Context: an optimization exercise on an open-source flow, tuned for small area. The choices shown serve that exercise and are no tape-out recipe. Only simulation tests tie the RTL to the original design; equivalence was not proved. Power is estimated from default activity; no workload was simulated.

===== flow/constraint.sdc =====
create_clock -name core_clock -period 5.0 [get_ports {Clk}]
set_input_delay 1.0000 -clock core_clock [delete_from_list [all_inputs] [get_ports {Clk}]]
set_output_delay 1.0000 -clock core_clock [all_outputs]
set_load 0.01 [all_outputs]

===== flow/run.sh =====
#!/bin/bash
# synth_recipe.tcl (not shown) runs the flow's synth.tcl, then flattens the netlist and writes it again
# the make line also repeats each setting of config.mk as NAME=value (left out here)
make -C /OpenROAD-flow-scripts/flow DESIGN_CONFIG=/design/flow/config.mk WORK_HOME=/design/flow/orfs CLKGATE_MAP_FILE= SYNTH_SCRIPT=/design/flow/synth_recipe.tcl finish

===== flow/config.mk =====
export PLATFORM = sky130hd
export DESIGN_NAME = of_stage
export DESIGN_NICKNAME = of_stage
export VERILOG_FILES = /design/flow/design.v
export SDC_FILE = /design/flow/constraint.sdc
export NUM_CORES = 4
export LEC_CHECK = 0
export CAP_MARGIN = 20
export CORE_MARGIN = 2
export CORE_UTILIZATION = 40
export SLEW_MARGIN = 20

===== flow/design.v =====
package risc_pkg;
  localparam int NREG = 16;
  localparam logic [3:0] RA_IDX = 4'd15;
  typedef enum logic [4:0] {
    OP_ADD  = 5'd0,
    OP_SUB  = 5'd1,
    OP_MUL  = 5'd2,
    OP_DIV  = 5'd3,
    OP_MOD  = 5'd4,
    OP_CMP  = 5'd5,
    OP_AND  = 5'd6,
    OP_OR   = 5'd7,
    OP_NOT  = 5'd8,
    OP_MOV  = 5'd9,
    OP_LSL  = 5'd10,
    OP_LSR  = 5'd11,
    OP_ASR  = 5'd12,
    OP_NOP  = 5'd13,
    OP_LD   = 5'd14,
    OP_ST   = 5'd15,
    OP_BEQ  = 5'd16,
    OP_BGT  = 5'd17,
    OP_B    = 5'd18,
    OP_CALL = 5'd19,
    OP_RET  = 5'd20
  } opcode_e;
  typedef enum logic [1:0] {
    MOD_SEXT  = 2'b00,
    MOD_ZEXT  = 2'b01,
    MOD_HIGH  = 2'b10,
    MOD_SEXT2 = 2'b11
  } imm_mod_e;
  localparam int OPC_HI = 31;
  localparam int OPC_LO = 27;
  localparam int I_BIT  = 26;
  localparam int RD_HI  = 25;
  localparam int RD_LO  = 22;
  localparam int RS1_HI = 21;
  localparam int RS1_LO = 18;
  localparam int RS2_HI = 17;
  localparam int RS2_LO = 14;
  localparam int IMM_HI = 17;
  localparam int OFF_HI = 26;
  localparam logic [31:0] NOP_WORD = {OP_NOP, 27'd0};
endpackage
import risc_pkg::*;
module register_file
(
  input  logic        clk,
  input  logic        rst_n,
  input  logic        we,
  input  logic [3:0]  wr_idx,
  input  logic [31:0] wr_data,
  input  logic [3:0]  rd_idx_a,
  input  logic [3:0]  rd_idx_b,
  input  logic [3:0]  rd_idx_c,
  output logic [31:0] rd_data_a,
  output logic [31:0] rd_data_b,
  output logic [31:0] rd_data_c
);
  logic [NREG-1:0][31:0] regs;
  logic [31:0] wdata;
  assign wdata = rst_n ? wr_data : '0;
  always_ff @(posedge clk) begin
    for (int i = 0; i < NREG; i++) begin
      if (!rst_n || (we && wr_idx == 4'(i))) regs[i] <= wdata;
    end
  end
  rf_read16 u_rd_a (.r(regs), .s(rd_idx_a), .o(rd_data_a));
  rf_read16 u_rd_b (.r(regs), .s(rd_idx_b), .o(rd_data_b));
  rf_read16 u_rd_c (.r(regs), .s(rd_idx_c), .o(rd_data_c));
endmodule
module rf_read16
(
  input  logic [NREG-1:0][31:0] r,
  input  logic [3:0]            s,
  output logic [31:0]           o
);
  always_comb begin
    o = '0;
    for (int k = 0; k < NREG; k++)
      o = o | (r[k] & {32{s == 4'(k)}});
  end
endmodule
import risc_pkg::*;
module of_stage
(
  input  logic        Clk,
  input  logic        Rst_n,
  input  logic [31:0] If_pc,
  input  logic [31:0] If_instruction,
  input  logic        If_valid,
  input  logic        IsBranchTaken,
  input  logic        Rw_we,
  input  logic [3:0]  Rw_rd,
  input  logic [31:0] Rw_data,
  output logic        Stall,
  output logic        Of_valid,
  output logic [31:0] Of_pc,
  output logic [31:0] Of_instruction,
  output logic [4:0]  Of_opcode,
  output logic [3:0]  Of_rd,
  output logic [31:0] Of_op1,
  output logic [31:0] Of_op2,
  output logic [31:0] Of_store_val,
  output logic [31:0] Of_branch_target
);
  logic [4:0]  opcode;
  logic        ibit;
  logic [3:0]  rd;
  logic [3:0]  rs1;
  logic [3:0]  rs2;
  logic        legal;
  logic        rd_rs1;
  logic        rd_rs2;
  logic        src_hit;
  logic        hazard;
  assign opcode = If_instruction[OPC_HI:OPC_LO];
  assign ibit   = If_instruction[I_BIT];
  assign rd     = If_instruction[RD_HI:RD_LO];
  assign rs1    = If_instruction[RS1_HI:RS1_LO];
  assign rs2    = If_instruction[RS2_HI:RS2_LO];
  assign legal  = (opcode <= OP_RET);
  assign rd_rs1 = ((opcode <= OP_ASR) && opcode != OP_NOT && opcode != OP_MOV) ||
                  opcode == OP_LD || opcode == OP_ST;
  assign rd_rs2 = (opcode <= OP_ASR) && !ibit;
  always_comb begin
    src_hit = 1'b0;
    if (rd_rs1 && rs1 == Of_rd)             src_hit = 1'b1;
    if (rd_rs2 && rs2 == Of_rd)             src_hit = 1'b1;
    if (opcode == OP_ST && rd == Of_rd)     src_hit = 1'b1;
    if (opcode == OP_RET && RA_IDX == Of_rd) src_hit = 1'b1;
  end
  assign hazard = Of_valid && (Of_opcode == OP_LD) && If_valid && src_hit;
  assign Stall  = hazard && !IsBranchTaken;
  logic        valid_q;
  logic [31:0] pc_q;
  logic [31:0] instr_q;
  always_ff @(posedge Clk) begin
    valid_q <= Rst_n && !IsBranchTaken && !hazard && If_valid && legal;
    pc_q    <= If_pc;
    instr_q <= If_instruction;
  end
  logic [4:0]  q_opcode;
  logic        q_ibit;
  logic [17:0] q_imm;
  logic [3:0]  idx_a;
  logic [31:0] val_a;
  logic [31:0] val_b;
  logic [31:0] val_c;
  logic [31:0] imm_val;
  assign q_opcode = instr_q[OPC_HI:OPC_LO];
  assign q_ibit   = instr_q[I_BIT];
  assign q_imm    = instr_q[IMM_HI:0];
  assign idx_a = (q_opcode == OP_RET) ? RA_IDX : instr_q[RS1_HI:RS1_LO];
  register_file u_register_file (
    .clk       (Clk),
    .rst_n     (Rst_n),
    .we        (Rw_we),
    .wr_idx    (Rw_rd),
    .wr_data   (Rw_data),
    .rd_idx_a  (idx_a),
    .rd_idx_b  (instr_q[RS2_HI:RS2_LO]),
    .rd_idx_c  (instr_q[RD_HI:RD_LO]),
    .rd_data_a (val_a),
    .rd_data_b (val_b),
    .rd_data_c (val_c)
  );
  always_comb begin
    case (q_imm[17:16])
      MOD_ZEXT: imm_val = {16'h0000, q_imm[15:0]};
      MOD_HIGH: imm_val = {q_imm[15:0], 16'h0000};
      default:  imm_val = {{16{q_imm[15]}}, q_imm[15:0]};
    endcase
  end
  assign Of_valid         = valid_q;
  assign Of_pc            = pc_q;
  assign Of_instruction   = instr_q;
  assign Of_opcode        = q_opcode;
  assign Of_rd            = instr_q[RD_HI:RD_LO];
  assign Of_op1           = val_a;
  assign Of_op2           = q_ibit ? imm_val : val_b;
  assign Of_store_val     = val_c;
  assign Of_branch_target = pc_q + {{3{instr_q[OFF_HI]}}, instr_q[OFF_HI:0], 2'b00};
endmodule

==> out/metrics.yaml <==
status:
  outcome: "finished with violations"
  check.faults: "negative setup slack"
pwr:
  internal-power_mw: 9.65
  p_per_area_nw_per_um2: 367
  p_clk_share_pct: 36.8
  leakage_nw: 12.9
  ir_worst_vdd_mv: 0.330
  combinationalPowerShare_pct: 18.1
  switching_share_pct: 29.6
  power.switching_mw: 4.05
  seqPwrFrac_pct: 45.1
logic_synthesis:
  ys_ff_latch: 577
  synth_fp_nets: 2559
  netlist_area_um2: 29100
  synth-main-ff-cell: "edfxtp_1"
  synth-seq-area-share_pct: 57.2
  synth_cells: 2420
  synth_edf_count: 512
  yosys.area.top_type: "edfxtp_1"
  yosysWarnings: 3
  async_flop_share_pct: 0
  syn_avg_cell_area_um2: 12.0
  synth_top_area_share_pct: 52.7
  synth.distinct_cells: 79
  synth.area.top_cells: "edfxtp_1, a22oi_1, dfxtp_1, a221oi_1, a22o_1"
clock_tree:
  cts_root_buf: "clkbuf_16"
  cts.hold.buffers_added: 0
  path_clk_slew_ns: 0.06
  htreeDepth: 3
  cts_tree: "built"
  clock_path_buffers: 3
  clkSinkCount: 577
  numCtsBuffers: 67
  clock_latency_ns: 0.62
setup_path:
  end_kind: "primary output"
  path_buf_inv: 2
  cp_top_family: "simple AND/OR/NAND/NOR gates"
  start_kind: "register"
  crit_path_max_fanout: 14
  cp.required_ns: 4.00
  worstSetupPathType: "register to primary output"
  reg2reg_slack_ns: 2.11
  worstPathArrival_ns: 4.22
  max_stage_delay_ns: 1.06
  cp_slowest_cell: "nor2_2"
  path_cells: "nor2_2 -> nand3_1 -> buf_4 -> o22a_1 -> and3_1 -> nand2_1 -> clkdlybuf4s50_1"
floorplan:
  num_io_pins: 308
  die_y_um: 274
  start_util_pct: 40.6
  num_rows: 98
  design.core.area_um2: 71900
  die-area_um2: 75000
  die_w_um: 274
global_route:
  antenna_found_initial: 10
  grt_util_met3_pct: 18.1
  track_usage_pct: 44.9
  globalRouteOverflowTotal: 0
  met1_usage_pct: 55.7
  grt_use_met2_pct: 63.8
  grt_max_degree: 50
  grt_pass1_vias: 28100
  grt_pass1_wl_um: 231000
  busiest_layer: "met2"
timing:
  maxSlewHeadroom_pct: 13.1
  max_freq_mhz: 192
  drv_slew: 0
  setup_viol: 13
  finClkSkew_ns: 0.00745
  worst_slew_pin_slew_ns: 1.30
  period_minus_slack_ns: 5.22
  finalHoldViolations: 0
  setup_ws_ns: -0.217
  setup_tns_ns: -1.15
  post-route-period-util_pct: 104
  rsz0062_at_grt: "true"
detailed_routing:
  drt_pass1_iterations: 13
  dr.first_iter.drc_count: 7136
  ant_nets: 0
  vias: 29500
  drcViolationCount: 0
  wl_per_cell_um: 45.1
  routed_wl_um: 173000
  routed_via_density: 7.70
finish:
  postLayoutCellArea_um2: 37300
  layout-drive-gt1-share_pct: 16.0
  fin_nets: 2968
  area_delta_synth_final_pct: 28.0
placement:
  gp_congestion: 1.05
  io_buffers: 307
  placedInstanceArea_um2: 35000
  dp_hpwl_um: 111000
worst_hold_path:
  min_path_type: "register to register"
flow_run:
  maxCapViolCount: 0
[placed cells by master (no fill, tap or decap), types with 17 or more instances in the layout]
| cell type | count |
|---|---|
| nor2_1 | 81 |
| and3_1 | 21 |
| and2_1 | 44 |
| nor3_1 | 28 |
| nand2_1 | 104 |
| mux2i_1 | 62 |
| mux2_2 | 20 |
| nand4_1 | 53 |
| ha_1 | 28 |
| edfxtp_1 | 512 |
| a21oi_1 | 99 |
| dfxtp_1 | 50 |
| nand3_1 | 90 |
| a222oi_1 | 54 |
| buf_4 | 207 |
| clkdlybuf4s50_1 | 306 |
| a221oi_1 | 145 |
| a31oi_1 | 25 |
| o21ai_0 | 64 |
| a22oi_1 | 262 |
| xnor2_1 | 21 |
| buf_12 | 30 |
| nor2_2 | 18 |
| a22o_1 | 133 |
| clkbuf_16 | 70 |
| o21ai_4 | 17 |
| nand2b_1 | 18 |
[routing by layer]
metal,up-vias,part of all wire [%],wire (µm)
met3,998,16,27300
met4,14,8.6,14800
met1,14200,35,60400
met5,-,0.10,173
li1,10900,-,-
met2,3403,41,70400
[kinds of logic (layout without fill, tap and decap cells)]
| group | after synthesis | after routing | synth area share [%] |
|---|---|---|---|
| AO/OA/AOI/OAI | 951 | 951 | 25.1 |
| XOR/XNOR | 32 | 32 | 0.962 |
| adder cells (fa/ha/maj) | 34 | 34 | 1.49 |
| buffers and inverters | 221 | 679 | 3.21 |
| flip-flops | 577 | 577 | 57.2 |
| multiplexers | 83 | 83 | 2.98 |
| other | 0 | 6 | 0 |
| AND/OR/NAND/NOR | 522 | 522 | 9.07 |
[stage by stage]
stage                     power, mW  worst slack, ns  hold slack, ns  utilization [%]  std cells
after CTS                      13.6         0.000937           0.647             51.8       3824
after floorplan                7.09            0.730           0.630                -       2420
after global placement         8.61            0.106           0.634             48.7       3706
after detailed placement       8.59            0.141           0.625             48.7       3706
final                          13.7           -0.217           0.640             51.9       3834
after global routing           14.0         -0.00251           0.692             51.9       3829
[worst register-to-register path, delay by kind of cell, from the launching register on]
kind / cells / cell delay, ns
flip-flops: 1 / 0.71
AO/OA/AOI/OAI: 1 / 0.22
AND/OR/NAND/NOR: 5 / 1.85
[power groups by stage]
stage | sequential [mW] | combinational [mW] | clock (mW)
2_1_floorplan | 6.06 | 1.03 | 0
3_3_place_gp | 6.24 | 2.37 | 0
3_5_place_dp | 6.22 | 2.36 | 0
4_1_cts | 6.13 | 2.38 | 5.07
5_1_grt | 6.18 | 2.53 | 5.27
6_report | 6.17 | 2.48 | 5.05
[final timing paths]
| check | from | endpoint | cells past startpoint |
|---|---|---|---|
| setup / recovery | instr_q[20] | Of_op1[2] | 7 |
| hold / removal | valid_q | valid_q | 3 |
| setup reg to reg | instr_q[25] | valid_q | 6 |
| hold reg to reg | valid_q | valid_q | 3 |
[flip-flops by register name (all words and copies together), names as in the netlist]
signal,count
u_register_file.regs,512
instr_q,32
pc_q,32
valid_q,1
[timing repair]
item,CTS,global route
gates cloned,0,0
gates resized for setup,11,20
endpoints found under the setup margin,11,36
setup buffers,0,4
pin swaps,0,2
[synthesized netlist by cell type, drive strengths merged, types with 16 or more instances]
cell / n
nand2b: 18
a31oi: 25
nor2: 106
a221oi: 147
mux2i: 62
a22o: 137
and2: 47
xnor2: 21
buf: 69
clkbuf: 134
mux2: 20
dfxtp: 65
ha: 33
inv: 16
nand2: 105
and3: 21
a21o: 17
a22oi: 262
nand3: 90
a21oi: 100
a222oi: 54
nor3: 35
nand4: 53
a2111oi: 19
edfxtp: 512
nor2b: 16
o21ai: 86
[area by class of cell]
class	count	area (µm²)
Antenna cell	6	15.0
Clock buffer	80	1800
Clock inverter	38	412
Fill cell	6135	34500
Inverter	18	67.6
Multi-Input combinational cell	1622	11900
Sequential cell	577	16700
Tap cell	950	1190
Timing Repair Buffer	543	5220

[static timing again, ports no longer ideal]
How much do the figures lean on ideal ports? The routed layout below was timed once more, with nothing changed but the port constraints. Step 1, drivers: a clkbuf_16 drives Clk and a buf_2 each remaining input, both assumed. Step 2 also shifts input and output timing later by t, the mid clock arrival at the registers, as if the neighbouring blocks saw the same clock. Slacks: no drivers / after step 1 / after step 2; pairs: no drivers / after step 1.
t (ns): 0.700
setup slack, ns: -0.217 / -0.288 / 0.412
worst setup path at the end: register to output
The setup slack of this run moves by -0.071 ns with the drivers and by +0.629 ns with both steps.
